This is an optimization exercise on Yosys and OpenROAD, whose aim is small area, a short achievable clock period and few clock cycles per item, not a production implementation. RTL that was checked went through simulation tests only; none was proved equivalent to the original. For runs 1 to 4, only the layout was checked, not whether the RTL still works. No activity file was given, so power comes from the tool's default toggle rates.

**flow/design.v**
```verilog
`default_nettype none
package kct_pkg;
	localparam int KCT_ENTRIES    = 16;
	localparam int KCT_KEY_BITS   = 8;
	localparam int KCT_COUNT_BITS = 16;
	typedef enum logic [1:0] {
		REQ_ADD     = 2'd0,
		REQ_CONSUME = 2'd1,
		REQ_QUERY   = 2'd2,
		REQ_CLEAR   = 2'd3
	} req_t;
	typedef enum logic [2:0] {
		STS_DONE     = 3'd0,
		STS_INVALID  = 3'd1,
		STS_FULL     = 3'd2,
		STS_SHORT    = 3'd3,
		STS_OVERFLOW = 3'd4
	} status_t;
endpackage
`default_nettype wire
`default_nettype none
module kct_cell #(
	parameter int KEY_BITS   = kct_pkg::KCT_KEY_BITS,
	parameter int COUNT_BITS = kct_pkg::KCT_COUNT_BITS
) (
	input  wire logic                  clk,
	input  wire logic                  arst_n,
	input  wire logic                  clr,       
	input  wire logic                  claim,     
	input  wire logic                  remove,    
	input  wire logic                  wr,        
	input  wire logic [KEY_BITS-1:0]   wkey,
	input  wire logic [COUNT_BITS-1:0] wcnt,
	input  wire logic [KEY_BITS-1:0]   cmp_key,
	output logic                       valid,
	output logic [COUNT_BITS-1:0]      cnt,
	output logic                       hit       
);
	logic                  valid_q;
	logic [KEY_BITS-1:0]   key_q;
	logic [COUNT_BITS-1:0] cnt_q;
	logic                  valid_d;
	always_comb begin
		if (clr)
			valid_d = 1'b0;
		else if (claim)
			valid_d = 1'b1;
		else if (remove)
			valid_d = 1'b0;
		else
			valid_d = valid_q;
		hit = valid_q && (key_q == cmp_key);
	end
	always_ff @(posedge clk or negedge arst_n) begin
		if (!arst_n)
			valid_q <= 1'b0;
		else
			valid_q <= valid_d;
	end
	always_ff @(posedge clk) begin
		if (claim)
			key_q <= wkey;
		if (wr)
			cnt_q <= wcnt;
	end
	assign valid = valid_q;
	assign cnt   = cnt_q;
endmodule
`default_nettype wire
`default_nettype none
module keyed_count_table_top #(
	parameter int ENTRIES    = kct_pkg::KCT_ENTRIES,
	parameter int KEY_BITS   = kct_pkg::KCT_KEY_BITS,
	parameter int COUNT_BITS = kct_pkg::KCT_COUNT_BITS
) (
	input  wire logic        clk,
	input  wire logic        arst_n,
	input  wire logic        in_valid,
	output logic             in_ready,
	input  wire logic [1:0]  req_type,
	input  wire logic [7:0]  item_key,
	input  wire logic [15:0] amount,
	output logic             out_valid,
	input  wire logic        out_ready,
	output logic [2:0]       status,
	output logic             enough,
	output logic [15:0]      held_count
);
	logic [ENTRIES-1:0]    t_valid;
	logic [COUNT_BITS-1:0] t_cnt [ENTRIES];
	logic [ENTRIES-1:0]    t_hit;
	logic [ENTRIES-1:0]    t_claim;
	logic [ENTRIES-1:0]    t_remove;
	logic [ENTRIES-1:0]    t_wr;
	logic                  r_vld_q;
	logic [1:0]            r_op_q;
	logic [KEY_BITS-1:0]   r_key_q;
	logic [15:0]           r_amt_q;
	logic                  x_vld_q;
	logic [1:0]            x_op_q;
	logic [KEY_BITS-1:0]   x_key_q;
	logic [15:0]           x_amt_q;
	logic                  x_triv_q;
	logic                  x_found_q;
	logic [ENTRIES-1:0]    x_match_q;
	logic [COUNT_BITS-1:0] x_held_q;
	logic                  rdy_q;
	logic                  o_vld_q;
	logic [2:0]            o_sts_q;
	logic                  o_en_q;
	logic [15:0]           o_held_q;
	logic                  s_vld_q;
	logic [2:0]            s_sts_q;
	logic                  s_en_q;
	logic [15:0]           s_held_q;
	logic                  accept;
	logic                  exec;
	logic                  r_to_x;
	logic                  o_load;
	logic                  r_vld_d;
	logic                  x_vld_d;
	logic                  s_vld_d;
	logic                  same;
	logic                  x_clr;
	logic [ENTRIES-1:0]    match_d;
	logic [COUNT_BITS-1:0] held_tab;
	logic [COUNT_BITS-1:0] held_d;
	logic                  full;
	logic                  all_below;
	logic [ENTRIES-1:0]    free_oh;
	logic [COUNT_BITS:0]   sum;
	logic [COUNT_BITS:0]   diff;
	logic                  ovf;
	logic                  covers;
	logic                  is_add;
	logic                  is_con;
	logic                  do_claim;
	logic                  do_remove;
	kct_pkg::status_t      r_sts;
	logic                  r_en;
	logic [15:0]           r_held;
	for (genvar i = 0; i < ENTRIES; i++) begin : g_cell
		kct_cell #(
			.KEY_BITS   (KEY_BITS),
			.COUNT_BITS (COUNT_BITS)
		) u_cell (
			.clk     (clk),
			.arst_n  (arst_n),
			.clr     (x_clr),
			.claim   (t_claim[i]),
			.remove  (t_remove[i]),
			.wr      (t_wr[i]),
			.wkey    (x_key_q),
			.wcnt    (r_held),
			.cmp_key (r_key_q),
			.valid   (t_valid[i]),
			.cnt     (t_cnt[i]),
			.hit     (t_hit[i])
		);
	end
	always_comb begin
		is_add = (x_op_q == kct_pkg::REQ_ADD);
		is_con = (x_op_q == kct_pkg::REQ_CONSUME);
		x_clr  = exec && (x_op_q == kct_pkg::REQ_CLEAR);
		full   = &t_valid;
		all_below = 1'b1;
		for (int i = 0; i < ENTRIES; i++) begin
			free_oh[i] = !t_valid[i] && all_below;
			all_below  = all_below && t_valid[i];
		end
		sum    = {1'b0, x_held_q} + {1'b0, x_amt_q};
		diff   = {1'b0, x_held_q} - {1'b0, x_amt_q};
		ovf    = sum[COUNT_BITS];
		covers = !diff[COUNT_BITS];
		do_claim  = exec && is_add && !x_triv_q && !x_found_q;
		do_remove = exec && is_con && !x_triv_q && (x_held_q == x_amt_q);
		for (int i = 0; i < ENTRIES; i++) begin
			t_claim[i]  = do_claim && free_oh[i];
			t_remove[i] = do_remove && x_match_q[i];
			t_wr[i]     = t_claim[i] || (exec && x_match_q[i]);
		end
		r_sts  = kct_pkg::STS_DONE;
		r_en   = 1'b1;
		r_held = x_held_q;
		unique case (x_op_q)
			kct_pkg::REQ_ADD: begin
				if (x_triv_q) begin
					r_sts = kct_pkg::STS_INVALID;
				end else if (ovf) begin
					r_sts = kct_pkg::STS_OVERFLOW;
					r_en  = covers;
				end else if (!x_found_q && full) begin
					r_sts  = kct_pkg::STS_FULL;
					r_en   = 1'b0;
				end else begin
					r_held = sum[COUNT_BITS-1:0];
				end
			end
			kct_pkg::REQ_CONSUME: begin
				if (x_triv_q) begin
					r_en = 1'b1;
				end else if (!covers) begin
					r_sts = kct_pkg::STS_SHORT;
					r_en  = 1'b0;
				end else begin
					r_held = diff[COUNT_BITS-1:0];
				end
			end
			kct_pkg::REQ_QUERY: begin
				r_en = x_triv_q || covers;
			end
			default: begin
				r_en   = x_triv_q;
				r_held = '0;
			end
		endcase
	end
	always_comb begin
		same     = x_vld_q && (r_key_q == x_key_q);
		held_tab = '0;
		for (int i = 0; i < ENTRIES; i++)
			held_tab = held_tab | (t_cnt[i] & {COUNT_BITS{t_hit[i]}});
		if (x_clr) begin
			match_d = '0;
			held_d  = '0;
		end else if (same) begin
			match_d = t_claim | (x_match_q & ~t_remove);
			held_d  = r_held;
		end else begin
			match_d = t_hit;
			held_d  = held_tab;
		end
	end
	always_comb begin
		in_ready = rdy_q;
		accept   = in_valid && rdy_q;
		exec     = x_vld_q && !s_vld_q;
		r_to_x   = r_vld_q && (!x_vld_q || exec);
		o_load   = !o_vld_q || out_ready;
		r_vld_d  = accept || (r_vld_q && !r_to_x);
		x_vld_d  = r_to_x || (x_vld_q && !exec);
		s_vld_d  = s_vld_q ? !out_ready : (exec && !o_load);
	end
	always_ff @(posedge clk or negedge arst_n) begin
		if (!arst_n) begin
			rdy_q   <= 1'b1;
			r_vld_q <= 1'b0;
			x_vld_q <= 1'b0;
			o_vld_q <= 1'b0;
			s_vld_q <= 1'b0;
		end else begin
			rdy_q   <= !(r_vld_d && x_vld_d && s_vld_d);
			r_vld_q <= r_vld_d;
			x_vld_q <= x_vld_d;
			s_vld_q <= s_vld_d;
			if (o_load)
				o_vld_q <= s_vld_q || exec;
		end
	end
	always_ff @(posedge clk) begin
		if (accept) begin
			r_op_q  <= req_type;
			r_key_q <= item_key;
			r_amt_q <= amount;
		end
		if (r_to_x) begin
			x_op_q    <= r_op_q;
			x_key_q   <= r_key_q;
			x_amt_q   <= r_amt_q;
			x_triv_q  <= (r_key_q == '0) || (r_amt_q == '0);
			x_found_q <= |match_d;
			x_match_q <= match_d;
			x_held_q  <= held_d;
		end
		if (o_load) begin
			if (s_vld_q) begin
				o_sts_q  <= s_sts_q;
				o_en_q   <= s_en_q;
				o_held_q <= s_held_q;
			end else begin
				o_sts_q  <= r_sts;
				o_en_q   <= r_en;
				o_held_q <= r_held;
			end
		end
		if (exec && !o_load) begin
			s_sts_q  <= r_sts;
			s_en_q   <= r_en;
			s_held_q <= r_held;
		end
	end
	assign out_valid  = o_vld_q;
	assign status     = o_sts_q;
	assign enough     = o_en_q;
	assign held_count = o_held_q;
endmodule
`default_nettype wire
```
**flow/run.sh**
```bash
#!/bin/bash
# synth_recipe.tcl (not shown) runs the flow's synth.tcl, then flattens the netlist and writes it again
# the make line also repeats each setting of config.mk as NAME=value (left out here)
make -C /OpenROAD-flow-scripts/flow DESIGN_CONFIG=/design/flow/config.mk WORK_HOME=/design/flow/orfs CLKGATE_MAP_FILE= SYNTH_SCRIPT=/design/flow/synth_recipe.tcl finish
```
**flow/config.mk**
```make
export PLATFORM = sky130hd
export DESIGN_NAME = keyed_count_table_top
export DESIGN_NICKNAME = keyed_count_table_top
export VERILOG_FILES = /design/flow/design.v
export SDC_FILE = /design/flow/constraint.sdc
export NUM_CORES = 4
export LEC_CHECK = 0
export CAP_MARGIN = 20
export CORE_MARGIN = 2
export CORE_UTILIZATION = 40
export PLACE_DENSITY = 0.6
export SETUP_SLACK_MARGIN = 4.0
export SLEW_MARGIN = 20
```
**flow/constraint.sdc**
```tcl
create_clock -name core_clock -period 8.0 [get_ports {clk}]
set_input_delay 1.6000 -clock core_clock [delete_from_list [all_inputs] [get_ports {clk}]]
set_output_delay 1.6000 -clock core_clock [all_outputs]
set_load 0.01 [all_outputs]
```
==> out/qor.txt, run 1 <==
Status = complete, no violations
Worst path required time = 8350 ps
Synth Net Count = 1573
Share of layout cells above drive strength 1 = 0.120
Flop pwr share = 0.499
EDFF count, synth = 510
Post-route insts no fill = 2391
FP Rows = 87
Final Hold Fails = 0
# hold bufs at CTS = 0
CTS clock-pin slew for the worst setup and hold paths = 60 ps
Drt wl/cell = 25.1 µm
Clk root buf = clkbuf_16
PwrDens = 350 nW/µm²
Crit Path Max Fanout = 19
RSZ-0062 raised after global routing = yes
Distinct cells, synth = 80
Final-report setup violation count = 0
CP endpoint kind = flop
Hold/Removal Path Class = reg -> reg
Initial core utilization = 0.403
I/O pin total = 52
H-tree levels = 2
End-of-flow core utilization = 0.459
Placed Cells = 2299
Port buffer count = 51
Synth Register Bits = 531
All-Layer GR Usage = 0.203
First-pass GRT wire length = 88900 µm
Final net count = 1659
Residual DRC = 0
Setup tns final = 0 ps
Post-synthesis sequential area ratio = 0.698
Fillers = 4976
Drt first pass iters = 5
Clk latency of the worst-skew pair = 610 ps
Vias in the first global route = 13300
Die Area = 58600 µm²
Yosys warns = 3
Worst IR Drop VDD = 0.000219 V
Vias = 13700
Number of CTS-inserted buffers = 50
Startpoint Class = flop
Drt total wl = 60100 µm
Period Utilization, post-route = 0.485
WS Path Type = reg -> reg
Maxcap violations = 0
Fmax = 258 MHz
Slew Viols, Final = 0
Diode count = 0
Worst-Margin Slew = 1210 ps
Net Switching = 2.97 mW
Routability cong. = 0.887
Switching Share = 0.328
Vias per cell = 5.71
CTS Buffer Depth = 3
CTS sink count = 531
Min Tclk post-route = 3880 ps
CP Data Arrival Time = 4230 ps
Total congestion overflow = 0
Die Height = 242 µm
Clock skew = 15.0 ps
Layout Area Growth over Synthesis = 13.9%
Reg2reg setup slack = 4120 ps
Ys async rst share = 0.0395
Combinational Power Share = 0.258
Largest net degree at the start of global routing = 53
DRT antenna net count = 0
Synthesized instance count = 1509
Dpl hpwl = 36800 µm
Main synth FF type = edfxtp_1
Mean area per synthesized cell = 15.0 µm²
Slew Limit Headroom = 0.190
Int Power = 6.09 mW
Initial antenna violation count = 0
CTS tree = built
Pleak = 8.69 nW
Clk network pwr share = 0.242
Detailed router's first-iteration violation count = 1381
Syn Std Cell Area = 22700 µm²
Core Area = 56300 µm²
Chip width = 242 µm
==> kinds of logic (layout without fill, tap and decap cells) <==
family / after synthesis / after routing / share of synthesized area
compound gates: 341 / 341 / 0.112
simple gates: 310 / 310 / 0.0756
xor+xnor: 158 / 158 / 0.0610
fa+ha+maj: 34 / 34 / 0.0194
buf+inv: 110 / 236 / 0.0218
mux: 25 / 25 / 0.0121
flops: 531 / 531 / 0.698
==> synthesized netlist by cell type (all sizes together), types with 10 or more instances <==
cell type	instances	area, µm²
a22oi	42	315
a211o	10	96.4
dfrtp	20	500
a222oi	13	130
buf	37	220
clkbuf	30	113
a21o	31	233
o21a	13	97.6
a21oi	82	422
nor4	22	244
a22o	30	263
nor3	30	155
nand4	32	215
nor2	56	213
a221oi	31	272
a31oi	13	81.3
xnor2	142	1240
ha	32	400
nand2	74	278
inv	43	161
nand3	31	155
and3	16	100
mux2	19	214
o21ai	21	105
nand2b	13	83.8
edfxtp	510	15300
xor2	16	140
==> critical path, stage by stage, from the launching register on <==
cell and delay [ps]:
edfxtp_1 410, inv_1 100, ha_1 160, inv_1 50, fa_1 420, a21o_1 200, a21oi_1 220, o211ai_1 280
a21o_1 320, a21oi_4 370, mux2i_1 260, o221ai_2 400, mux2_2 430
==> metal layers <==
layer  track usage  up-vias  routed length, µm
li1              -     6043                  -
met1         0.286     7022              26100
met2         0.331      520              28500
met3        0.0343       78               4290
met4        0.0476        0               1220
met5             0        -                  0
==> layout by cell type, fill, tap and decap left out, types with 9 or more instances in the layout <==
| master | instances |
|---|---|
| edfxtp_1 | 510 |
| xnor2_1 | 142 |
| a21oi_1 | 81 |
| nand2_1 | 74 |
| nor2_1 | 53 |
| clkbuf_16 | 50 |
| clkdlybuf4s50_1 | 50 |
| buf_4 | 50 |
| inv_1 | 42 |
| a22oi_1 | 42 |
| ha_1 | 32 |
| nand4_1 | 31 |
| nand3_1 | 31 |
| a221oi_1 | 31 |
| a21o_1 | 30 |
| a22o_1 | 30 |
| o21ai_0 | 20 |
| dfrtp_1 | 20 |
| nor3_1 | 19 |
| mux2_2 | 19 |
| and3_1 | 16 |
| xor2_1 | 16 |
| clkbuf_1 | 16 |
| a31oi_1 | 13 |
| o21a_1 | 13 |
| a222oi_1 | 13 |
| nand2b_1 | 12 |
| nor4_4 | 10 |
| nor3_2 | 10 |
| clkinv_1 | 10 |
| clkinv_2 | 10 |
| a211o_1 | 9 |
==> through the flow <==
stage	setup slack (ps)	cell area (µm²)	total power [mW]	hold slack, ps
floorplan	4160	22700	5.88	400
global placement	4050	24300	6.86	418
detailed placement	4000	24300	6.90	435
CTS	4030	25800	9.09	452
global route	3910	25800	9.44	462
finish	4120	25800	9.06	448
==> area by class of cell <==
type | count | area [µm²] | area share
multi-input combinational | 868 | 6520 | 0.252
clock buffer | 67 | 1330 | 0.0513
sequential | 531 | 15800 | 0.613
timing repair buffer | 101 | 881 | 0.0341
tap | 756 | 946 | 0.0366
clock inverter | 25 | 166 | 0.00644
inverter | 43 | 161 | 0.00625
==> power by group through the flow <==
stage	Sequential [mW]	Combinational [mW]	Clock, mW
4_1_cts	4.53	2.33	2.23
5_1_grt	4.59	2.52	2.33
3_3_place_gp	4.56	2.30	0
3_5_place_dp	4.58	2.31	0
6_report	4.52	2.34	2.19
2_1_floorplan	4.47	1.41	0
==> state kept, by name, summed over array words and instances (netlist names), 8 cells and up <==
signal / flops
g_cell.u_cell.valid_q: 16
o_held_q: 16
s_held_q: 16
x_amt_q: 16
r_key_q: 8
x_key_q: 8
g_cell.u_cell.key_q: 128
x_held_q: 16
x_match_q: 16
g_cell.u_cell.cnt_q: 256
r_amt_q: 16
==> what timing repair did <==
item                       4_1_cts  5_1_grt
resized for setup                1        7
setup endpoints to repair        1       67
setup buffers                    0        0
==> final timing paths <==
check	from	endpoint	cells past startpoint
min in group asynchronous	arst_n	g_cell[7].u_cell.valid_q	1
worst max-delay path	x_held_q[0]	o_held_q[5]	12
max in group asynchronous	arst_n	rdy_q	1
worst max register to register	x_held_q[0]	o_held_q[5]	12
worst min register to register	r_op_q[1]	x_op_q[1]	0
worst min-delay path	r_op_q[1]	x_op_q[1]	0
==> inputs of run 2 (changes only) <==
--- a/flow/config.mk
+++ b/flow/config.mk
@@ -11,3 +11,3 @@
 export PLACE_DENSITY = 0.6
-export SETUP_SLACK_MARGIN = 4.0
+export SETUP_SLACK_MARGIN = 5.0
 export SLEW_MARGIN = 20
==> run 2 against run 1 <==
Effect of this change: still clean; fmax grew 17%; critical path depth shrank 1; combinational power grew 57%; non-clock buffer count grew 121; clock-buffer cell count grew 1; sequential power shrank 1%; setup slack gained 550 ps; wire length grew 7.1%; clock power grew 9%; hold slack is essentially flat.
==> out/qor.txt, run 2 <==
Status = complete, no violations (unchanged)
Syn Std Cell Area = 22700 µm² (unchanged)
WS Path Type = reg -> reg (unchanged)
Die Area = 58600 µm² (unchanged)
Detailed router's first-iteration violation count = 1335 (was 1381)
Drt total wl = 64400 µm (was 60100 µm)
Dpl hpwl = 36500 µm (was 36800 µm)
CTS clock-pin slew for the worst setup and hold paths = 70 ps (was 60 ps)
Setup tns final = 0 ps (unchanged)
Largest cells by area after synthesis = edfxtp_1 (68%), xnor2_1 (5.5%), dfrtp_1 (2.2%), a21oi_1 (1.8%), ha_1 (1.8%) (unchanged)
FP Rows = 87 (unchanged)
DRT antenna net count = 0 (unchanged)
Number of CTS-inserted buffers = 52 (was 50)
I/O pin total = 52 (unchanged)
Startpoint Class = flop (unchanged)
Most common cell after layout, fill and taps aside = edfxtp_1 (unchanged)
Initial antenna violation count = 0 (unchanged)
Vias per cell = 5.75 (was 5.71)
RSZ-0062 raised after global routing = yes (unchanged)
Worst r2r path cells = 11 (was 12)
EDFF count, synth = 510 (unchanged)
Slew Viols, Final = 0 (unchanged)
Crit Path Max Fanout = 7 (was 19)
Chip width = 242 µm (unchanged)
Die Height = 242 µm (unchanged)
Main synth FF type = edfxtp_1 (unchanged)
Total congestion overflow = 0 (unchanged)
Synth area leader = edfxtp_1 (unchanged)
CTS sink count = 531 (unchanged)
Routability cong. = 0.872 (was 0.887)
CTS Buffer Depth = 3 (unchanged)
Clock skew = 17.3 ps (was 15.0 ps)
Synth top cells by count = edfxtp_1 (510), xnor2_1 (142), a21oi_1 (81) (unchanged)
Mean area per synthesized cell = 15.0 µm² (unchanged)
Worst path required time = 8370 ps (was 8350 ps)
Final-report setup violation count = 0 (unchanged)
Hold path cells = 0 (unchanged)
All-Layer GR Usage = 0.215 (was 0.203)
Initial core utilization = 0.403 (unchanged)
PwrDens = 371 nW/µm² (was 350 nW/µm²)
Drt first pass iters = 8 (was 5)
Worst IR Drop VDD = 0.000245 V (was 0.000219 V)
Most frequent cells in the layout = edfxtp_1 (510), xnor2_1 (142), buf_4 (111), a21oi_1 (75), nand2_1 (72) (was edfxtp_1 (510), xnor2_1 (142), a21oi_1 (81), nand2_1 (74), nor2_1 (53))
Pleak = 9.69 nW (was 8.69 nW)
Layout Area Growth over Synthesis = 24.8% (was 13.9%)
Yosys warns = 3 (unchanged)
Largest net degree at the start of global routing = 61 (was 53)
Drt wl/cell = 25.5 µm (was 25.1 µm)
Maxcap violations = 0 (unchanged)
Period Utilization, post-route = 0.416 (was 0.485)
Launching point of the worst reg2reg path = x_amt_q[0] (was x_held_q[0])
Share of the synthesized area in the top cell type = 0.675 (unchanged)
First-pass GRT wire length = 94800 µm (was 88900 µm)
Regs by FF count = g_cell.u_cell.cnt_q x256, g_cell.u_cell.key_q x128 (unchanged)
Synth Register Bits = 531 (unchanged)
Port buffer count = 51 (unchanged)
Vias in the first global route = 14400 (was 13300)
Fillers = 4698 (was 4976)
End-of-flow core utilization = 0.503 (was 0.459)
Slew Limit Headroom = 0.210 (was 0.190)
Most numerous cell in the Yosys netlist = edfxtp_1 (unchanged)
Final Hold Fails = 0 (unchanged)
CTS tree = built (unchanged)
H-tree levels = 2 (unchanged)
Placed Area = 24400 µm² (was 24300 µm²)
Worst min-delay path startpoint = r_amt_q[2] (was r_op_q[1])
Final net count = 1786 (was 1659)
Reg2reg setup slack = 4670 ps (was 4120 ps)
Share of layout cells above drive strength 1 = 0.240 (was 0.120)
Worst-Margin Slew = 1180 ps (was 1210 ps)
Fin area = 28300 µm² (was 25800 µm²)
CP Data Arrival Time = 3700 ps (was 4230 ps)
Hold/Removal Path Class = reg -> reg (unchanged)
Ys async rst share = 0.0395 (unchanged)
Synthesized instance count = 1509 (unchanged)
Clk root buf = clkbuf_16 (unchanged)
Biggest register = g_cell.u_cell.cnt_q (unchanged)
Residual DRC = 0 (unchanged)
Synth Net Count = 1573 (unchanged)
Diode count = 0 (unchanged)
Post-synthesis sequential area ratio = 0.698 (unchanged)
Largest register FFs = 256 (unchanged)
Hold EP = x_amt_q[2] (was x_op_q[1])
CP endpoint kind = flop (unchanged)
R2R Path End = o_held_q[14] (was o_held_q[5])
Min Tclk post-route = 3330 ps (was 3880 ps)
Clk latency of the worst-skew pair = 620 ps (was 610 ps)
Vias = 14500 (was 13700)
Core Area = 56300 µm² (unchanged)
Distinct cells, synth = 80 (unchanged)
Fmax = 300 MHz (was 258 MHz)
[run 2: cell families after synthesis]
logic type / Yosys count / share of synthesized area
xor gates and xnor gates: 158 / 0.0610
muxes: 25 / 0.0121
AOI/OAI and AO/OA: 341 / 0.112
buffers and inverters: 110 / 0.0218
DFF: 531 / 0.698
adders and majority gates: 34 / 0.0194
and+or+nand+nor: 310 / 0.0756
[run 2: cell type report]
cell class	instances	area (µm²)	share of cell area
clock buffers	68	1370	0.0484
clock inverters	29	277	0.00977
flip-flops and latches	531	15800	0.560
multi-input cells	872	7450	0.263
inverters	43	161	0.00570
well taps	756	946	0.0334
repair buffers	222	2250	0.0796
[run 2: worst max-delay path: stages (launching register included)]
cell	delay (ps)
edfxtp_1	430
ha_2	220
fa_2	380
nand2b_4	100
a221oi_4	60
nand2b_4	160
a211o_4	380
a211oi_4	250
buf_12	160
o2bb2ai_4	130
a221o_4	530
mux2_4	270
[run 2: repair_timing]
item | CTS | global route
buffers inserted | 90 | 31
gates cloned | 7 | 4
resized for setup | 179 | 57
hold buffers | 0 | 0
hold endpoints to repair | 0 | 0
endpoints found under the setup margin | 606 | 398
pin swaps | 42 | 29
[run 2: power by group]
part | leakage [nW] | switching [mW] | total (mW) | internal (mW)
Clock | 0.806 | 1.06 | 2.38 | 1.32
Sequential | 5.07 | 0.278 | 4.47 | 4.19
Combinational | 3.81 | 2.11 | 3.67 | 1.56
[run 2: worst max-delay path by stage]
stage | from | endpoint | slack (ps) | cells after the start
2_1_floorplan | x_held_q[12] | o_held_q[0] | 4820 | 9
3_3_place_gp | x_held_q[5] | o_held_q[6] | 4130 | 9
3_5_place_dp | x_held_q[5] | o_held_q[6] | 4110 | 9
4_1_cts | x_amt_q[0] | o_held_q[3] | 4680 | 11
5_1_grt | x_held_q[0] | g_cell[10].u_cell.cnt_q[6] | 4590 | 16
6_report | x_amt_q[0] | o_held_q[14] | 4670 | 11
[run 2: layer usage]
metal  up-vias  part of all wire  track usage
li1       6310                 -            -
met1      7517              0.43        0.298
met2       583              0.48        0.358
met3        93             0.069       0.0311
met4         0             0.022       0.0552
met5         -                 0            0
[run 2: metrics by stage]
step	setup WS [ps]	hold slack [ps]	power (mW)	cells
global placement	4130	438	6.91	2291
floorplan	4820	400	5.95	1509
finish	4670	448	10.5	2521
CTS	4680	450	10.2	2485
global route	4590	456	10.9	2521
detailed placement	4110	427	6.95	2291
==> inputs of run 3 (changes only) <==
--- a/flow/design.v
+++ b/flow/design.v
@@ -94,6 +94,2 @@
 	logic [ENTRIES-1:0]    t_wr;
-	logic                  r_vld_q;
-	logic [1:0]            r_op_q;
-	logic [KEY_BITS-1:0]   r_key_q;
-	logic [15:0]           r_amt_q;
 	logic                  x_vld_q;
@@ -117,5 +113,3 @@
 	logic                  exec;
-	logic                  r_to_x;
 	logic                  o_load;
-	logic                  r_vld_d;
 	logic                  x_vld_d;
@@ -154,3 +148,3 @@
 			.wcnt    (r_held),
-			.cmp_key (r_key_q),
+			.cmp_key (item_key),
 			.valid   (t_valid[i]),
@@ -218,3 +212,3 @@
 	always_comb begin
-		same     = x_vld_q && (r_key_q == x_key_q);
+		same     = x_vld_q && (item_key == x_key_q);
 		held_tab = '0;
@@ -237,6 +231,4 @@
 		exec     = x_vld_q && !s_vld_q;
-		r_to_x   = r_vld_q && (!x_vld_q || exec);
 		o_load   = !o_vld_q || out_ready;
-		r_vld_d  = accept || (r_vld_q && !r_to_x);
-		x_vld_d  = r_to_x || (x_vld_q && !exec);
+		x_vld_d  = accept || (x_vld_q && !exec);
 		s_vld_d  = s_vld_q ? !out_ready : (exec && !o_load);
@@ -246,3 +238,2 @@
 			rdy_q   <= 1'b1;
-			r_vld_q <= 1'b0;
 			x_vld_q <= 1'b0;
@@ -251,4 +242,3 @@
 		end else begin
-			rdy_q   <= !(r_vld_d && x_vld_d && s_vld_d);
-			r_vld_q <= r_vld_d;
+			rdy_q   <= !(x_vld_d && s_vld_d);
 			x_vld_q <= x_vld_d;
@@ -261,11 +251,6 @@
 		if (accept) begin
-			r_op_q  <= req_type;
-			r_key_q <= item_key;
-			r_amt_q <= amount;
-		end
-		if (r_to_x) begin
-			x_op_q    <= r_op_q;
-			x_key_q   <= r_key_q;
-			x_amt_q   <= r_amt_q;
-			x_triv_q  <= (r_key_q == '0) || (r_amt_q == '0);
+			x_op_q    <= req_type;
+			x_key_q   <= item_key;
+			x_amt_q   <= amount;
+			x_triv_q  <= (item_key == '0) || (amount == '0);
 			x_found_q <= |match_d;
--- a/flow/config.mk
+++ b/flow/config.mk
@@ -9,4 +9,4 @@
 export CORE_MARGIN = 2
-export CORE_UTILIZATION = 40
-export PLACE_DENSITY = 0.6
+export CORE_UTILIZATION = 60
+export PLACE_DENSITY = 0.7
 export SETUP_SLACK_MARGIN = 5.0
==> run 3 against run 2 <==
Effect of this change: combinational power fell by 57%; flip-flop and latch count fell by 27; highest routed layer unchanged; largest power group unchanged; setup slack got worse by 400 ps; via count rose by 4.2%; critical path depth fell by 1; critical endpoint is now x_found_q.
==> out/qor.txt, run 3 <==
Distinct cells, synth = 70 (was 80)
Synth top cells by count = edfxtp_1 (484), xnor2_1 (145), a21oi_1 (76) (was edfxtp_1 (510), xnor2_1 (142), a21oi_1 (81))
Hold/Removal Path Class = reg -> reg (unchanged)
Most used cell, CP = a21oi_1 (was nand2b_4)
Most numerous cell in the Yosys netlist = edfxtp_1 (unchanged)
Synth Register Bits = 504 (was 531)
EDFF count, synth = 484 (was 510)
Yosys warns = 3 (unchanged)
Most common cell after layout, fill and taps aside = edfxtp_1 (unchanged)
CTS tree = built (unchanged)
Synth Net Count = 1527 (was 1573)
End-of-flow core utilization = 0.802 (was 0.503)
Chip width = 194 µm (was 242 µm)
Detailed router's first-iteration violation count = 2056 (was 1335)
CTS Buffer Depth = 3 (unchanged)
Crit path max-delay family = simple AND/OR/NAND/NOR gates (was compound AO/OA/AOI/OAI gates)
Worst hold slack = 548 ps (was 448 ps)
CP Data Arrival Time = 4050 ps (was 3700 ps)
Drt first pass iters = 7 (was 8)
Main synth FF type = edfxtp_1 (unchanged)
CP Buf/Inv Count = 1 (unchanged)
Clk latency of the worst-skew pair = 610 ps (was 620 ps)
WS Path Type = reg -> reg (unchanged)
Synthesized instance count = 1463 (was 1509)
Min Tclk post-route = 3730 ps (was 3330 ps)
Clock skew = 33.7 ps (was 17.3 ps)
CTS sink count = 504 (was 531)
RSZ-0062 raised after global routing = yes (unchanged)
Slew Limit Headroom = 0.343 (was 0.210)
First-pass GRT wire length = 95000 µm (was 94800 µm)
Placed Area = 23100 µm² (was 24400 µm²)
Largest cells by area after synthesis = edfxtp_1 (67%), xnor2_1 (5.9%), dfrtp_1 (2.2%), ha_1 (1.9%), a21oi_1 (1.8%) (was edfxtp_1 (68%), xnor2_1 (5.5%), dfrtp_1 (2.2%), a21oi_1 (1.8%), ha_1 (1.8%))
Dpl hpwl = 35400 µm (was 36500 µm)
H-tree levels = 2 (unchanged)
Fmax = 268 MHz (was 300 MHz)
Vias in the first global route = 14500 (was 14400)
Final net count = 1818 (was 1786)
Largest net degree at the start of global routing = 62 (was 61)
CTS clock-pin slew for the worst setup and hold paths = 60 ps (was 70 ps)
Multi-input gate area = 7750 µm² (was 7450 µm²)
CP endpoint kind = flop (unchanged)
Largest register FFs = 256 (unchanged)
DRT antenna net count = 0 (unchanged)
Fin area = 28500 µm² (was 28300 µm²)
I/O pin total = 52 (unchanged)
Clk root buf = clkbuf_16 (unchanged)
PwrDens = 260 nW/µm² (was 371 nW/µm²)
Regs by FF count = g_cell.u_cell.cnt_q x256, g_cell.u_cell.key_q x128 (unchanged)
Die Area = 37500 µm² (was 58600 µm²)
Setup tns final = 0 ps (unchanged)
FP Rows = 69 (was 87)
Pleak = 10.2 nW (was 9.69 nW)
Share of layout cells above drive strength 1 = 0.313 (was 0.240)
FF/Latch Area = 15000 µm² (was 15800 µm²)
Residual DRC = 0 (unchanged)
Drt total wl = 66600 µm (was 64400 µm)
Drt wl/cell = 29.5 µm (was 25.5 µm)
Maxcap violations = 0 (unchanged)
Most frequent cells in the layout = edfxtp_1 (484), buf_4 (130), xnor2_1 (125), a21oi_1 (65), buf_6 (65) (was edfxtp_1 (510), xnor2_1 (142), buf_4 (111), a21oi_1 (75), nand2_1 (72))
Diode count = 0 (unchanged)
Post-synthesis sequential area ratio = 0.696 (was 0.698)
Worst IR Drop VDD = 0.000219 V (was 0.000245 V)
# hold bufs at CTS = 0 (unchanged)
All-Layer GR Usage = 0.345 (was 0.215)
Core Area = 35500 µm² (was 56300 µm²)
Number of CTS-inserted buffers = 50 (was 52)
Overall power = 7.40 mW (was 10.5 mW)
Layout Area Growth over Synthesis = 31.8% (was 24.8%)
Biggest register = g_cell.u_cell.cnt_q (unchanged)
Worst path required time = 8320 ps (was 8370 ps)
Initial core utilization = 0.609 (was 0.403)
Worst-Margin Slew = 985 ps (was 1180 ps)
Crit Path Max Fanout = 12 (was 7)
Total congestion overflow = 0 (unchanged)
Initial antenna violation count = 0 (unchanged)
Cells along the critical path = ha_2, nand4_1, nor2_1, nand3_2, buf_4, a21oi_1, o21ai_1, a21oi_1, or4b_1, or4_1 (was ha_2, fa_2, nand2b_4, a221oi_4, nand2b_4, a211o_4, a211oi_4, buf_12, o2bb2ai_4, a221o_4, mux2_4)
Ys async rst share = 0.0397 (was 0.0395)
Fillers = 1815 (was 4698)
Mean area per synthesized cell = 14.8 µm² (was 15.0 µm²)
Synth area leader = edfxtp_1 (unchanged)
Worst stage delay on the critical path = 550 ps (was 530 ps)
Final-report setup violation count = 0 (unchanged)
Routability cong. = 0.892 (was 0.872)
Period Utilization, post-route = 0.466 (was 0.416)
Syn Std Cell Area = 21600 µm² (was 22700 µm²)
Port buffer count = 51 (unchanged)
Vias = 15100 (was 14500)
Die Height = 194 µm (was 242 µm)
Startpoint Class = flop (unchanged)
Crit path max-delay cell type = edfxtp_1 (was a221o_4)
Slew Viols, Final = 0 (unchanged)
Vias per cell = 6.71 (was 5.75)
Share of the synthesized area in the top cell type = 0.673 (was 0.675)
Final Hold Fails = 0 (unchanged)
Status = complete, no violations (unchanged)
[run 3: area by class of cell]
| cell class | instances | share of cell area |
|---|---|---|
| timing repair buffer | 305 | 0.119 |
| inverter | 39 | 0.00563 |
| tap | 461 | 0.0203 |
| multi-input combinational | 854 | 0.272 |
| clock inverter | 22 | 0.00721 |
| clock buffer | 68 | 0.0478 |
| sequential | 504 | 0.528 |
[run 3: report_power, final]
group	leakage, nW	internal (mW)	switching [mW]	total [mW]
logic	4.62	0.665	0.919	1.58
registers	4.81	3.39	0.167	3.56
clock network	0.766	1.26	0.998	2.26
total	10.2	5.32	2.08	7.40
[run 3: worst reg2reg max path, delay by kind of cell (launching register included)]
kind,cells,cell delay [ps]
simple gates,5,1620
fa+ha+maj,1,520
compound gates,3,510
flops,1,550
buf+inv,1,210
[run 3: timing repair]
| action | 4_1_cts | 5_1_grt |
|---|---|---|
| resized for setup | 348 | 87 |
| cloned | 13 | 0 |
| setup buffers | 154 | 42 |
| setup endpoints to repair | 696 | 572 |
| hold endpoints to repair | 0 | 0 |
| pin swaps | 95 | 69 |
[run 3: path summary, 6_finish.rpt]
path / start / endpoint / slack, ps / depth (start not counted)
min reg2reg: s_held_q[9] / o_held_q[9] / 550 / 1
min: s_held_q[9] / o_held_q[9] / 550 / 1
min in group asynchronous: arst_n / g_cell[0].u_cell.valid_q / 970 / 1
max in group asynchronous: arst_n / rdy_q / 6650 / 1
max reg2reg: x_held_q[13] / x_found_q / 4270 / 10
max: x_held_q[13] / x_found_q / 4270 / 10
[run 3: logic make-up after synthesis]
logic type | count (synthesis) | share of synthesized area
and+or+nand+nor | 298 | 0.0717
xor gates and xnor gates | 158 | 0.0640
buffers and inverters | 108 | 0.0215
DFF | 504 | 0.696
AOI/OAI and AO/OA | 331 | 0.111
muxes | 30 | 0.0151
adders and majority gates | 34 | 0.0204
[run 3: metal layers]
metal  vias up  track usage  routed length, µm
met5         -            0                  0
met4         0        0.136               2640
met3       199       0.0788               8530
met2      1123        0.520              30200
li1       6299            -                  -
met1      7493        0.496              25200
[run 3: metrics by stage]
stage               worst slack (ps)  std cells
floorplan                       4140       1463
finish                          4270       2253
global route                    4170       2253
CTS                             4510       2210
detailed placement              2570       1953
global placement                2630       1953
==> inputs of run 4 (changes only) <==
--- a/flow/config.mk
+++ b/flow/config.mk
@@ -9,4 +9,4 @@
 export CORE_MARGIN = 2
-export CORE_UTILIZATION = 60
-export PLACE_DENSITY = 0.7
+export CORE_UTILIZATION = 40
+export PLACE_DENSITY = 0.6
 export SETUP_SLACK_MARGIN = 5.0
==> run 4 against run 3 <==
Effect of this change: wire length down 3.9%; highest routed layer unchanged; core utilization down 27 points; critical endpoint unchanged; clock skew up 11 ps; global-route usage down 12 points; sequential share of layout area down 0.21 points; flip-flop and latch count unchanged; critical path depth up 2; final cell count up 9.2%; non-clock buffer count down 30; hold slack worse by 15 ps; clock-buffer cell count down 6; register-to-register slack better by 170 ps.
==> out/qor.txt, run 4 <==
Status = complete, no violations (unchanged)
Drt total wl = 64000 µm (was 66600 µm)
FF/Latch Area = 15000 µm² (unchanged)
CP Data Arrival Time = 3930 ps (was 4050 ps)
Vias in the first global route = 14200 (was 14500)
Vias = 14400 (was 15100)
Clock skew = 44.2 ps (was 33.7 ps)
Mean area per synthesized cell = 14.8 µm² (unchanged)
Distinct cells, synth = 70 (unchanged)
Diode count = 0 (unchanged)
WS Path Type = in -> reg (was reg -> reg)
Ys async rst share = 0.0397 (unchanged)
Slew Viols, Final = 0 (unchanged)
Period Utilization, post-route = 0.451 (was 0.466)
Regs by FF count = g_cell.u_cell.cnt_q x256, g_cell.u_cell.key_q x128 (unchanged)
Synth top cells by count = edfxtp_1 (484), xnor2_1 (145), a21oi_1 (76) (unchanged)
Port buffer count = 51 (unchanged)
Number of CTS-inserted buffers = 49 (was 50)
EDFF count, synth = 484 (unchanged)
Worst path required time = 8320 ps (about the same)
Metal-1 WL = 26200 µm (was 25200 µm)
Initial core utilization = 0.403 (was 0.609)
Worst IR Drop VDD = 0.000169 V (was 0.000219 V)
Final WS setup = 4390 ps (was 4270 ps)
Initial antenna violation count = 0 (unchanged)
Worst hold slack = 533 ps (was 548 ps)
All-Layer GR Usage = 0.228 (was 0.345)
Die Height = 236 µm (was 194 µm)
Worst-Margin Slew = 1030 ps (was 985 ps)
Core Area = 53600 µm² (was 35500 µm²)
Share of the synthesized area in the top cell type = 0.673 (unchanged)
Placed Cells = 2188 (was 1953)
Synthesized instance count = 1463 (unchanged)
Most frequent cells in the layout = edfxtp_1 (484), xnor2_1 (132), buf_4 (96), a21oi_1 (66), buf_6 (64) (was edfxtp_1 (484), buf_4 (130), xnor2_1 (125), a21oi_1 (65), buf_6 (65))
Synth Net Count = 1527 (unchanged)
Met3 WL = 4970 µm (was 8530 µm)
Drt wl/cell = 26.0 µm (was 29.5 µm)
RSZ-0062 raised after global routing = yes (unchanged)
Setup crit end = x_found_q (unchanged)
CP endpoint kind = flop (unchanged)
Fillers = 4284 (was 1815)
FP Rows = 85 (was 69)
Setup tns final = 0 ps (unchanged)
Launching point of the worst reg2reg path = x_held_q[5] (was x_held_q[13])
Reg2reg setup slack = 4440 ps (was 4270 ps)
H-tree levels = 2 (unchanged)
Main synth FF type = edfxtp_1 (unchanged)
Yosys warns = 3 (unchanged)
Share of layout cells above drive strength 1 = 0.291 (was 0.313)
DRT antenna net count = 0 (unchanged)
I/O pin total = 52 (unchanged)
Worst min-delay path startpoint = s_sts_q[0] (was s_held_q[9])
Hold/Removal Path Class = reg -> reg (unchanged)
Routability cong. = 0.867 (was 0.892)
Most numerous cell in the Yosys netlist = edfxtp_1 (unchanged)
Residual DRC = 0 (unchanged)
Drt first pass iters = 5 (was 7)
Total congestion overflow = 0 (unchanged)
CTS Buffer Depth = 3 (unchanged)
Chip width = 236 µm (was 194 µm)
Post-route insts no fill = 2460 (was 2253)
Clk root buf = clkbuf_16 (unchanged)
Syn Std Cell Area = 21600 µm² (unchanged)
Synth Register Bits = 504 (unchanged)
Die Area = 55900 µm² (was 37500 µm²)
Largest cells by area after synthesis = edfxtp_1 (67%), xnor2_1 (5.9%), dfrtp_1 (2.2%), ha_1 (1.9%), a21oi_1 (1.8%) (unchanged)
Pleak = 9.97 nW (was 10.2 nW)
Dpl hpwl = 35200 µm (was 35400 µm)
Final net count = 1787 (was 1818)
CTS tree = built (unchanged)
CTS clock-pin slew for the worst setup and hold paths = 70 ps (was 60 ps)
Biggest register = g_cell.u_cell.cnt_q (unchanged)
Setup WS pre-CTS = 2330 ps (was 2570 ps)
Maxcap violations = 0 (unchanged)
First-pass GRT wire length = 94200 µm (was 95000 µm)
Detailed router's first-iteration violation count = 1509 (was 2056)
Clk latency of the worst-skew pair = 610 ps (about the same)
CTS sink count = 504 (unchanged)
Final-report setup violation count = 0 (unchanged)
Fmax = 277 MHz (was 268 MHz)
Final Hold Fails = 0 (unchanged)
Largest net degree at the start of global routing = 62 (unchanged)
Metal2 WL = 30700 µm (was 30200 µm)
Crit Path Max Fanout = 14 (was 12)
Multi-input gate area = 7600 µm² (was 7750 µm²)
Startpoint Class = primary input (was flop)
Layout Area Growth over Synthesis = 32.3% (was 31.8%)
R2R Path End = x_found_q (unchanged)
Post-synthesis sequential area ratio = 0.696 (unchanged)
DR top layer = met4 (unchanged)
Slew Limit Headroom = 0.311 (was 0.343)
Largest register FFs = 256 (unchanged)
Most common cell after layout, fill and taps aside = edfxtp_1 (unchanged)
Worst r2r path cells = 10 (unchanged)
Vias per cell = 5.84 (was 6.71)
Crit path launch = item_key[3] (was x_held_q[13])
PwrDens = 263 nW/µm² (was 260 nW/µm²)
Synth area leader = edfxtp_1 (unchanged)
Min Tclk post-route = 3610 ps (was 3730 ps)
[run 4: worst min-delay path by stage]
stage                       endpoint  cells past startpoint  slack (ps)
after floorplan              o_vld_q                      2         490
after global placement    o_sts_q[0]                      2         510
after detailed placement  o_sts_q[0]                      2         510
after CTS                 o_sts_q[0]                      2         530
after global routing      o_sts_q[0]                      2         570
final                     o_sts_q[0]                      2         530
[run 4: area by class of cell]
class,instances,share of cell area
clock inverters,30,0.0119
inverters,39,0.00578
flip-flops and latches,504,0.526
well taps,696,0.0305
multi-input cells,854,0.266
clock buffers,62,0.0453
repair buffers,275,0.115
[run 4: timing repair]
item	CTS	global route
cloned	16	0
setup buffers	124	40
pin swaps	89	65
resized for setup	355	67
hold buffers	0	0
endpoints found under the hold margin	0	0
endpoints found under the setup margin	653	437
[run 4: worst max-delay path, cell delays in order]
cell and delay (ps):
buf_6 100, buf_12 120, buf_4 140, xnor2_1 120, nand4_1 190, nor3_2 90, buf_6 190, nor2_1 210
a211oi_4 70, a21oi_2 120, or4b_1 450, or4_1 520
[run 4: stage by stage]
| step | total power [mW] | area (µm²) | utilization |
|---|---|---|---|
| final | 7.53 | 28600 | 0.533 |
| after global routing | 7.77 | 28600 | 0.533 |
| after CTS | 7.43 | 27900 | 0.521 |
| after detailed placement | 4.64 | 23400 | 0.436 |
| after global placement | 4.62 | 23400 | 0.436 |
| after floorplan | 4.18 | 22000 | - |
[run 4: logic make-up after synthesis]
family | synth area share
multiplexers | 0.0151
flip-flops | 0.696
AO/OA/AOI/OAI | 0.111
XOR/XNOR | 0.0640
AND/OR/NAND/NOR | 0.0717
buffers and inverters | 0.0215
adder cells (fa/ha/maj) | 0.0204
[run 4: where the power goes]
| part | total [mW] | switching [mW] | internal [mW] |
|---|---|---|---|
| registers | 3.54 | 0.151 | 3.39 |
| clock network | 2.37 | 0.989 | 1.38 |
| logic | 1.62 | 0.920 | 0.700 |
[run 4: per-layer routing]
metal,GRT usage,vias up
li1,-,6233
met1,0.304,7380
met2,0.374,608
met3,0.0473,143
met4,0.0754,0
met5,0,-
==> inputs of run 5 (changes only) <==
--- a/flow/design.v
+++ b/flow/design.v
@@ -94,2 +94,6 @@
 	logic [ENTRIES-1:0]    t_wr;
+	logic                  r_vld_q;
+	logic [1:0]            r_op_q;
+	logic [KEY_BITS-1:0]   r_key_q;
+	logic [15:0]           r_amt_q;
 	logic                  x_vld_q;
@@ -113,3 +117,5 @@
 	logic                  exec;
+	logic                  r_to_x;
 	logic                  o_load;
+	logic                  r_vld_d;
 	logic                  x_vld_d;
@@ -128,2 +134,4 @@
 	logic                  covers;
+	logic                  sel_sum;
+	logic                  sel_diff;
 	logic                  is_add;
@@ -148,3 +156,3 @@
 			.wcnt    (r_held),
-			.cmp_key (item_key),
+			.cmp_key (r_key_q),
 			.valid   (t_valid[i]),
@@ -175,5 +183,7 @@
 		end
+		sel_sum  = !x_triv_q && is_add && !ovf && (x_found_q || !full);
+		sel_diff = !x_triv_q && is_con && covers;
+		r_held   = sel_sum ? sum[COUNT_BITS-1:0] : sel_diff ? diff[COUNT_BITS-1:0] : x_held_q;
 		r_sts  = kct_pkg::STS_DONE;
 		r_en   = 1'b1;
-		r_held = x_held_q;
 		unique case (x_op_q)
@@ -186,6 +196,4 @@
 				end else if (!x_found_q && full) begin
-					r_sts  = kct_pkg::STS_FULL;
-					r_en   = 1'b0;
-				end else begin
-					r_held = sum[COUNT_BITS-1:0];
+					r_sts = kct_pkg::STS_FULL;
+					r_en  = 1'b0;
 				end
@@ -193,9 +201,5 @@
 			kct_pkg::REQ_CONSUME: begin
-				if (x_triv_q) begin
-					r_en = 1'b1;
-				end else if (!covers) begin
+				if (!x_triv_q && !covers) begin
 					r_sts = kct_pkg::STS_SHORT;
 					r_en  = 1'b0;
-				end else begin
-					r_held = diff[COUNT_BITS-1:0];
 				end
@@ -206,4 +210,3 @@
 			default: begin
-				r_en   = x_triv_q;
-				r_held = '0;
+				r_en = x_triv_q;
 			end
@@ -212,3 +215,3 @@
 	always_comb begin
-		same     = x_vld_q && (item_key == x_key_q);
+		same     = x_vld_q && (r_key_q == x_key_q);
 		held_tab = '0;
@@ -218,10 +221,13 @@
 			match_d = '0;
-			held_d  = '0;
 		end else if (same) begin
 			match_d = t_claim | (x_match_q & ~t_remove);
-			held_d  = r_held;
 		end else begin
 			match_d = t_hit;
-			held_d  = held_tab;
-		end
+		end
+		if (x_clr || r_op_q == kct_pkg::REQ_CLEAR)
+			held_d = '0;
+		else if (same)
+			held_d = r_held;
+		else
+			held_d = held_tab;
 	end
@@ -231,4 +237,6 @@
 		exec     = x_vld_q && !s_vld_q;
+		r_to_x   = r_vld_q && (!x_vld_q || exec);
 		o_load   = !o_vld_q || out_ready;
-		x_vld_d  = accept || (x_vld_q && !exec);
+		r_vld_d  = accept || (r_vld_q && !r_to_x);
+		x_vld_d  = r_to_x || (x_vld_q && !exec);
 		s_vld_d  = s_vld_q ? !out_ready : (exec && !o_load);
@@ -238,2 +246,3 @@
 			rdy_q   <= 1'b1;
+			r_vld_q <= 1'b0;
 			x_vld_q <= 1'b0;
@@ -242,3 +251,4 @@
 		end else begin
-			rdy_q   <= !(x_vld_d && s_vld_d);
+			rdy_q   <= !(r_vld_d && x_vld_d && s_vld_d);
+			r_vld_q <= r_vld_d;
 			x_vld_q <= x_vld_d;
@@ -251,6 +261,11 @@
 		if (accept) begin
-			x_op_q    <= req_type;
-			x_key_q   <= item_key;
-			x_amt_q   <= amount;
-			x_triv_q  <= (item_key == '0) || (amount == '0);
+			r_op_q  <= req_type;
+			r_key_q <= item_key;
+			r_amt_q <= amount;
+		end
+		if (r_to_x) begin
+			x_op_q    <= r_op_q;
+			x_key_q   <= r_key_q;
+			x_amt_q   <= r_amt_q;
+			x_triv_q  <= (r_key_q == '0) || (r_amt_q == '0);
 			x_found_q <= |match_d;
==> flow/flow/run.sh (new file) <==
#!/bin/bash
set -euo pipefail
bash standard.sh synth > synth.log 2>&1
bash standard.sh SETUP_SLACK_MARGIN=5.6 MATCH_CELL_FOOTPRINT=0 \
	"BUFFER_PORTS_ARGS=-buffer_cell sky130_fd_sc_hd__buf_4" finish > layout.log 2>&1
==> flow/standard.sh (new file) <==
#!/bin/bash
# synth_recipe.tcl (not shown) runs the flow's synth.tcl, then flattens the netlist and writes it again
# the make line also repeats each setting of config.mk as NAME=value (left out here)
make -C /OpenROAD-flow-scripts/flow DESIGN_CONFIG=/design/flow/config.mk WORK_HOME=/design/flow/orfs CLKGATE_MAP_FILE= SYNTH_SCRIPT=/design/flow/synth_recipe.tcl "${@:-finish}"
removed: flow/run.sh
==> run 5 against run 4 <==
Effect of this change: largest cell class unchanged; clock power increased by 5%; non-clock buffer count decreased by 1; highest routed layer unchanged; hold slack worse by 77 ps; clock-buffer cell count rose by 1; synthesized cell count increased by 3.7%; register-to-register slack improved by 390 ps; largest power group unchanged; setup slack improved by 440 ps; flip-flop and latch count up 27; still clean; wire length grew 4.3%; via count grew 3.4%; total power rose by 41%; die area increased by 4.2%.
==> out/qor.txt, run 5 <==
Clk latency of the worst-skew pair = 630 ps (was 610 ps)
Setup tns final = 0 ps (unchanged)
CTS tree = built (unchanged)
Clk network pwr share = 0.233 (was 0.314)
Largest cells by area after synthesis = edfxtp_1 (68%), xnor2_1 (4.3%), a22oi_1 (2.2%), dfrtp_1 (2.2%), ha_1 (1.8%) (was edfxtp_1 (67%), xnor2_1 (5.9%), dfrtp_1 (2.2%), ha_1 (1.9%), a21oi_1 (1.8%))
Die Height = 241 µm (was 236 µm)
Fillers = 4388 (was 4284)
RSZ-0062 raised after global routing = yes (unchanged)
Dpl hpwl = 37200 µm (was 35200 µm)
Largest register FFs = 256 (unchanged)
Final net count = 1847 (was 1787)
Diode count = 0 (unchanged)
Worst stage delay on the critical path = 420 ps (was 520 ps)
EDFF count, synth = 510 (was 484)
Startpoint Class = flop (was primary input)
Synthesized instance count = 1517 (was 1463)
Largest net degree at the start of global routing = 61 (was 62)
Period Utilization, post-route = 0.396 (was 0.451)
Distinct cells, synth = 89 (was 70)
Worst path required time = 8370 ps (was 8320 ps)
Multi-input gate area = 7810 µm² (was 7600 µm²)
Mean area per synthesized cell = 14.9 µm² (was 14.8 µm²)
Core Area = 55400 µm² (was 53600 µm²)
Most numerous cell in the Yosys netlist = edfxtp_1 (unchanged)
Clock skew = 32.9 ps (was 44.2 ps)
Routability cong. = 0.890 (was 0.867)
Worst IR Drop VDD = 0.000208 V (was 0.000169 V)
Synth area leader = edfxtp_1 (unchanged)
Share of layout cells above drive strength 1 = 0.333 (was 0.291)
Setup WS pre-CTS = 4040 ps (was 2330 ps)
Slew Viols, Final = 0 (unchanged)
I/O pin total = 52 (unchanged)
Main synth FF type = edfxtp_1 (unchanged)
FP Rows = 86 (was 85)
Share of the synthesized area in the top cell type = 0.680 (was 0.673)
CTS sink count = 531 (was 504)
Initial core utilization = 0.407 (was 0.403)
CTS clock-pin slew for the worst setup and hold paths = 60 ps (was 70 ps)
PwrDens = 362 nW/µm² (was 263 nW/µm²)
CTS Buffer Depth = 3 (unchanged)
Final Hold Fails = 0 (unchanged)
Crit path max-delay cell type = edfxtp_1 (was or4_1)
Final-report setup violation count = 0 (unchanged)
Drt first pass iters = 7 (was 5)
Detailed router's first-iteration violation count = 1513 (was 1509)
Min Tclk post-route = 3170 ps (was 3610 ps)
Combinational Power Share = 0.346 (was 0.215)
Status = complete, no violations (unchanged)
Chip width = 241 µm (was 236 µm)
Drt wl/cell = 25.9 µm (was 26.0 µm)
Vias in the first global route = 14700 (was 14200)
Worst-Margin Slew = 988 ps (was 1030 ps)
Regs by FF count = g_cell.u_cell.cnt_q x256, g_cell.u_cell.key_q x128 (unchanged)
Fmax = 315 MHz (was 277 MHz)
# hold bufs at CTS = 0 (unchanged)
Biggest register = g_cell.u_cell.cnt_q (unchanged)
Hold/Removal Path Class = reg -> reg (unchanged)
Total congestion overflow = 0 (unchanged)
Slew Limit Headroom = 0.341 (was 0.311)
Synth Register Bits = 531 (was 504)
Syn Std Cell Area = 22500 µm² (was 21600 µm²)
Switching Share = 0.330 (was 0.274)
FF/Latch Area = 15800 µm² (was 15000 µm²)
First-pass GRT wire length = 97400 µm (was 94200 µm)
Int Power = 7.13 mW (was 5.47 mW)
WS Path Type = reg -> reg (was in -> reg)
Clk root buf = clkbuf_16 (unchanged)
Cells along the critical path = buf_4, ha_4, fa_2, nor2b_4, o21bai_4, a211o_1, buf_6, a21oi_4, buf_6, a221oi_4, o22ai_4, buf_4, buf_6, inv_6 (was buf_6, buf_12, buf_4, xnor2_1, nand4_1, nor3_2, buf_6, nor2_1, a211oi_4, a21oi_2, or4b_1, or4_1)
Crit Path Max Fanout = 8 (was 14)
Flop pwr share = 0.421 (was 0.470)
Drt total wl = 66700 µm (was 64000 µm)
CP Data Arrival Time = 3540 ps (was 3930 ps)
Final WS setup = 4830 ps (was 4390 ps)
CP endpoint kind = flop (unchanged)
Ys async rst share = 0.0395 (was 0.0397)
Most used cell, CP = buf_6 (unchanged)
Maxcap violations = 0 (unchanged)
All-Layer GR Usage = 0.230 (was 0.228)
Pleak = 10.2 nW (was 9.97 nW)
Port buffer count = 51 (unchanged)
H-tree levels = 2 (unchanged)
Residual DRC = 0 (unchanged)
Synth top cells by count = edfxtp_1 (510), xnor2_1 (110), nand2_1 (81) (was edfxtp_1 (484), xnor2_1 (145), a21oi_1 (76))
Most frequent cells in the layout = edfxtp_1 (510), buf_4 (163), xnor2_1 (110), buf_6 (71), nand2_1 (66) (was edfxtp_1 (484), xnor2_1 (132), buf_4 (96), a21oi_1 (66), buf_6 (64))
Yosys warns = 3 (unchanged)
Initial antenna violation count = 0 (unchanged)
Vias = 14900 (was 14400)
Die Area = 58200 µm² (was 55900 µm²)
Most common cell after layout, fill and taps aside = edfxtp_1 (unchanged)
DRT antenna net count = 0 (unchanged)
Layout Area Growth over Synthesis = 30.4% (was 32.3%)
Net Switching = 3.52 mW (was 2.06 mW)
Vias per cell = 5.77 (was 5.84)
Overall power = 10.6 mW (was 7.53 mW)
Number of CTS-inserted buffers = 53 (was 49)
Post-synthesis sequential area ratio = 0.703 (was 0.696)
Synth Net Count = 1581 (was 1527)
[run 5: through the flow]
stage / hold slack (ps) / instance area [µm²] / std cells / util
6_report: 456 / 29400 / 2573 / 0.530
5_1_grt: 468 / 29400 / 2573 / 0.530
4_1_cts: 458 / 28800 / 2543 / 0.519
3_5_place_dp: 445 / 24300 / 2282 / 0.439
3_3_place_gp: 438 / 24300 / 2281 / 0.439
2_1_floorplan: 421 / 23100 / 1517 / -
[run 5: metal layers]
| layer | GRT usage | vias up | wire length [µm] |
|---|---|---|---|
| met5 | 0 | - | 0 |
| li1 | - | 6470 | - |
| met3 | 0.0406 | 112 | 5280 |
| met2 | 0.380 | 649 | 31900 |
| met1 | 0.309 | 7624 | 27600 |
| met4 | 0.0724 | 0 | 1910 |
[run 5: cell families after synthesis]
| kind of cell | count (synthesis) | synth area share |
|---|---|---|
| fa+ha+maj | 34 | 0.0196 |
| buf+inv | 114 | 0.0230 |
| xor+xnor | 136 | 0.0529 |
| flops | 531 | 0.703 |
| compound gates | 355 | 0.118 |
| simple gates | 335 | 0.0778 |
| mux | 12 | 0.00594 |
[run 5: critical path: cells and delay by family (launching register included)]
family / cells / cell delay (ps)
AOI/OAI and AO/OA: 5 / 960
buffers and inverters: 6 / 830
adders and majority gates: 2 / 520
DFF: 1 / 420
and+or+nand+nor: 1 / 150
[run 5: path summary, 6_finish.rpt]
check                      slack [ps]        start                         to  depth (start not counted)
max                              4830   x_amt_q[0]  g_cell[0].u_cell.cnt_q[6]                         14
max reg2reg                      4830   x_amt_q[0]  g_cell[0].u_cell.cnt_q[6]                         14
max in group asynchronous        6820       arst_n                      rdy_q                          1
min in group asynchronous         870       arst_n   g_cell[9].u_cell.valid_q                          1
min                               460  r_amt_q[11]                x_amt_q[11]                          0
min reg2reg                       460  r_amt_q[11]                x_amt_q[11]                          0
[run 5: cell type report]
class                      count  area share
sequential                   531       0.539
multi-input combinational    875       0.266
timing repair buffer         274      0.0961
clock buffer                  63      0.0464
tap                          748      0.0318
clock inverter                34      0.0119
inverter                      42     0.00703
timing repair inverter         6     0.00179
[run 5: what timing repair did]
action,in CTS,in global routing
setup endpoints to repair,747,652
cloned,12,1
pin swaps,79,58
endpoints found under the hold margin,0,0
setup buffers,152,29
gates resized for setup,245,72
[run 5: power groups by stage]
stage                     Combinational, mW  Clock [mW]  Sequential, mW
after floorplan                        1.48           0            4.46
after global placement                 2.22           0            4.57
final                                  3.69        2.48            4.48
after detailed placement               2.25           0            4.59
after global routing                   3.87        2.62            4.54
after CTS                              3.37        2.52            4.48
Testbench counts of run 5, summed over its fixed seeds: cycles 12,024, items 12,000.
==> inputs of run 6 (changes only) <==
==> flow/run.sh (new file) <==
#!/bin/bash
# synth_recipe.tcl (not shown) runs the flow's synth.tcl, then flattens the netlist and writes it again
# the make line also repeats each setting of config.mk as NAME=value (left out here)
make -C /OpenROAD-flow-scripts/flow DESIGN_CONFIG=/design/flow/config.mk WORK_HOME=/design/flow/orfs CLKGATE_MAP_FILE= SYNTH_SCRIPT=/design/flow/synth_recipe.tcl finish
--- a/flow/config.mk
+++ b/flow/config.mk
@@ -10,2 +10,4 @@
 export CORE_UTILIZATION = 40
+export CTS_BUF_LIST = sky130_fd_sc_hd__clkbuf_8
+export CTS_CLUSTER_SIZE = 24
 export PLACE_DENSITY = 0.6
removed: flow/flow/run.sh
removed: flow/standard.sh
==> run 6 against run 5 <==
Effect of this change: still clean; final cell count up 0.78%; clock power shrank 9.3%; clock-buffer cell count increased by 24; hold slack better by 1.1 ps; core utilization decreased by 1.1 points; setup slack got worse by 86 ps; first-iteration DRC count rose by 21%; synthesized area is the same; combinational power up 3%; critical path depth is the same.
==> out/qor.txt, run 6 <==
Layout Area Growth over Synthesis = 27.7% (was 30.4%)
Main synth FF type = edfxtp_1 (unchanged)
Crit path launch = x_held_q[6] (was x_amt_q[0])
Fmax = 307 MHz (was 315 MHz)
Metal-1 WL = 27700 µm (was 27600 µm)
All-Layer GR Usage = 0.230 (about the same)
DR top layer = met4 (unchanged)
Clk latency of the worst-skew pair = 680 ps (was 630 ps)
Post-route insts no fill = 2593 (was 2573)
Final-report setup violation count = 0 (unchanged)
Port buffer count = 51 (unchanged)
DRT antenna net count = 0 (unchanged)
Crit path max-delay family = compound AO/OA/AOI/OAI gates (unchanged)
Initial core utilization = 0.407 (unchanged)
Syn Std Cell Area = 22500 µm² (unchanged)
Synth Net Count = 1581 (unchanged)
Worst stage delay on the critical path = 510 ps (was 420 ps)
Ys async rst share = 0.0395 (unchanged)
Drt first pass iters = 6 (was 7)
PwrDens = 365 nW/µm² (was 362 nW/µm²)
I/O pin total = 52 (unchanged)
Min Tclk post-route = 3260 ps (was 3170 ps)
Synth area leader = edfxtp_1 (unchanged)
CP Buf/Inv Count = 5 (was 6)
Metal2 WL = 31700 µm (was 31900 µm)
Vias per cell = 5.72 (was 5.77)
Distinct cells, synth = 89 (unchanged)
Crit path max-delay cell type = edfxtp_1 (unchanged)
Crit Path Max Fanout = 5 (was 8)
Synth Register Bits = 531 (unchanged)
Post-synthesis sequential area ratio = 0.703 (unchanged)
Biggest register = g_cell.u_cell.cnt_q (unchanged)
WS Path Type = reg -> reg (unchanged)
Met3 WL = 5610 µm (was 5280 µm)
Mean area per synthesized cell = 14.9 µm² (unchanged)
Setup tns final = 0 ps (unchanged)
Largest cells by area after synthesis = edfxtp_1 (68%), xnor2_1 (4.3%), a22oi_1 (2.2%), dfrtp_1 (2.2%), ha_1 (1.8%) (unchanged)
Worst-Margin Slew = 1100 ps (was 988 ps)
Most numerous cell in the Yosys netlist = edfxtp_1 (unchanged)
Drt total wl = 66900 µm (was 66700 µm)
CTS sink count = 531 (unchanged)
Setup crit end = g_cell[13].u_cell.cnt_q[7] (was g_cell[0].u_cell.cnt_q[6])
Detailed router's first-iteration violation count = 1833 (was 1513)
Maxcap violations = 0 (unchanged)
Launching point of the worst reg2reg path = x_held_q[6] (was x_amt_q[0])
Cells along the critical path = ha_2, nor2b_2, a2111oi_4, a211oi_4, buf_6, o21ai_4, nand2_4, buf_4, a2bb2oi_2, mux2i_4, nor2_4, buf_12, buf_12, buf_16 (was buf_4, ha_4, fa_2, nor2b_4, o21bai_4, a211o_1, buf_6, a21oi_4, buf_6, a221oi_4, o22ai_4, buf_4, buf_6, inv_6)
Largest net degree at the start of global routing = 53 (was 61)
Worst r2r path cells = 14 (unchanged)
Reg2reg setup slack = 4740 ps (was 4830 ps)
Vias in the first global route = 14800 (was 14700)
Final net count = 1840 (was 1847)
Slew Viols, Final = 0 (unchanged)
Hold path cells = 0 (unchanged)
End-of-flow core utilization = 0.519 (was 0.530)
Synth top cells by count = edfxtp_1 (510), xnor2_1 (110), nand2_1 (81) (unchanged)
EDFF count, synth = 510 (unchanged)
Share of layout cells above drive strength 1 = 0.280 (was 0.333)
Final Hold Fails = 0 (unchanged)
Number of CTS-inserted buffers = 84 (was 53)
Worst IR Drop VDD = 0.000140 V (was 0.000208 V)
CTS tree = built (unchanged)
Startpoint Class = flop (unchanged)
Share of the synthesized area in the top cell type = 0.680 (unchanged)
Vias = 14800 (was 14900)
Drt wl/cell = 25.8 µm (was 25.9 µm)
H-tree levels = 3 (was 2)
Dpl hpwl = 37500 µm (was 37200 µm)
Most used cell, CP = buf_12 (was buf_6)
Routability cong. = 0.898 (was 0.890)
First-pass GRT wire length = 97300 µm (was 97400 µm)
Final WS setup = 4740 ps (was 4830 ps)
Yosys warns = 3 (unchanged)
CP Data Arrival Time = 3670 ps (was 3540 ps)
Residual DRC = 0 (unchanged)
Die Area = 58200 µm² (unchanged)
FP Rows = 86 (unchanged)
Regs by FF count = g_cell.u_cell.cnt_q x256, g_cell.u_cell.key_q x128 (unchanged)
Worst path required time = 8410 ps (was 8370 ps)
Chip width = 241 µm (unchanged)
Slew Limit Headroom = 0.267 (was 0.341)
Largest register FFs = 256 (unchanged)
CTS clock-pin slew for the worst setup and hold paths = 60 ps (about the same)
RSZ-0062 raised after global routing = yes (unchanged)
Worst min-delay path startpoint = r_amt_q[3] (was r_amt_q[11])
Status = complete, no violations (unchanged)
Core Area = 55400 µm² (unchanged)
Period Utilization, post-route = 0.407 (was 0.396)
Clock skew = 40.2 ps (was 32.9 ps)
Synthesized instance count = 1517 (unchanged)
R2R Path End = g_cell[13].u_cell.cnt_q[7] (was g_cell[0].u_cell.cnt_q[6])
CP endpoint kind = flop (unchanged)
Levels on crit path = 14 (unchanged)
Total congestion overflow = 0 (unchanged)
Initial antenna violation count = 1 (was 0)
CTS Buffer Depth = 3 (unchanged)
Clk root buf = clkbuf_8 (was clkbuf_16)
Setup WS pre-CTS = 3770 ps (was 4040 ps)
Placed Cells = 2285 (was 2282)
Most frequent cells in the layout = edfxtp_1 (510), buf_4 (112), xnor2_1 (110), clkbuf_8 (87), nand2_1 (78) (was edfxtp_1 (510), buf_4 (163), xnor2_1 (110), buf_6 (71), nand2_1 (66))
Pleak = 9.91 nW (was 10.2 nW)
Die Height = 241 µm (unchanged)
Most common cell after layout, fill and taps aside = edfxtp_1 (unchanged)
Hold/Removal Path Class = reg -> reg (unchanged)
[run 6: cell counts after synthesis]
No cell type changed its count.
[run 6: how the worst min path moves through the flow]
stage | slack [ps] | to
after CTS | 460 | x_amt_q[14]
after global placement | 440 | x_amt_q[12]
final | 460 | x_amt_q[3]
after floorplan | 420 | x_key_q[0]
after detailed placement | 450 | x_amt_q[12]
after global routing | 480 | x_amt_q[12]
[run 6: final cells by class]
cell class / count / area [µm²]
Timing Repair Buffer: 240 / 2650
Inverter: 42 / 176
Clock buffer: 87 / 1200
Timing Repair inverter: 1 / 8.76
Fill cell: 4465 / 26600
Clock inverter: 67 / 427
Multi-Input combinational cell: 876 / 7530
Sequential cell: 531 / 15800
Tap cell: 748 / 936
Antenna cell: 1 / 2.50
[run 6: routing by layer]
layer,track usage,vias to the layer above
li1,-,6475
met1,0.316,7571
met2,0.368,663
met3,0.0394,116
met4,0.0838,0
met5,0,-
[run 6: power breakdown]
part           internal (mW)  leakage, nW  total (mW)  switching [mW]
Sequential              4.19         5.06        4.46           0.271
Clock                   1.18        0.931        2.25            1.08
Combinational           1.60         3.92        3.79            2.18
[run 6: worst reg2reg max path: cells and delay by family, from the launching register on]
family / cells / cell delay, ps
compound gates: 4 / 960
buf+inv: 5 / 680
flops: 1 / 510
simple gates: 3 / 380
fa+ha+maj: 1 / 280
mux: 1 / 210
[run 6: metrics by stage]
stage,hold slack (ps),total power [mW],area (µm²)
after floorplan,421,5.77,22600
after global placement,443,6.70,24100
after detailed placement,445,6.73,24100
after CTS,458,10.0,27900
after global routing,479,10.9,28800
final,458,10.5,28800
[run 6: repair_timing]
action / 4_1_cts / 5_1_grt
gates resized for setup: 243 / 94
hold buffers: 0 / 0
pin swaps: 68 / 31
gates cloned: 15 / 3
setup endpoints to repair: 592 / 350
setup buffers: 101 / 34
[run 6: logic make-up (layout without fill, tap and decap cells)]
| group | count (synthesis) | count (layout) | share of synthesized area |
|---|---|---|---|
| flops | 531 | 531 | 0.703 |
| other cells | 0 | 1 | 0 |
| fa+ha+maj | 34 | 34 | 0.0196 |
| compound gates | 355 | 356 | 0.118 |
| simple gates | 335 | 338 | 0.0778 |
| buf+inv | 114 | 437 | 0.0230 |
| xor+xnor | 136 | 136 | 0.0529 |
| mux | 12 | 12 | 0.00594 |

Setup slack of run 6, layout unchanged: 4.744 ns with ideal ports, 4.744 ns with driving cells assumed (clock clkbuf_16, inputs buf_2), 4.365 ns with port delays also shifted by the 0.710 ns mid clock arrival.
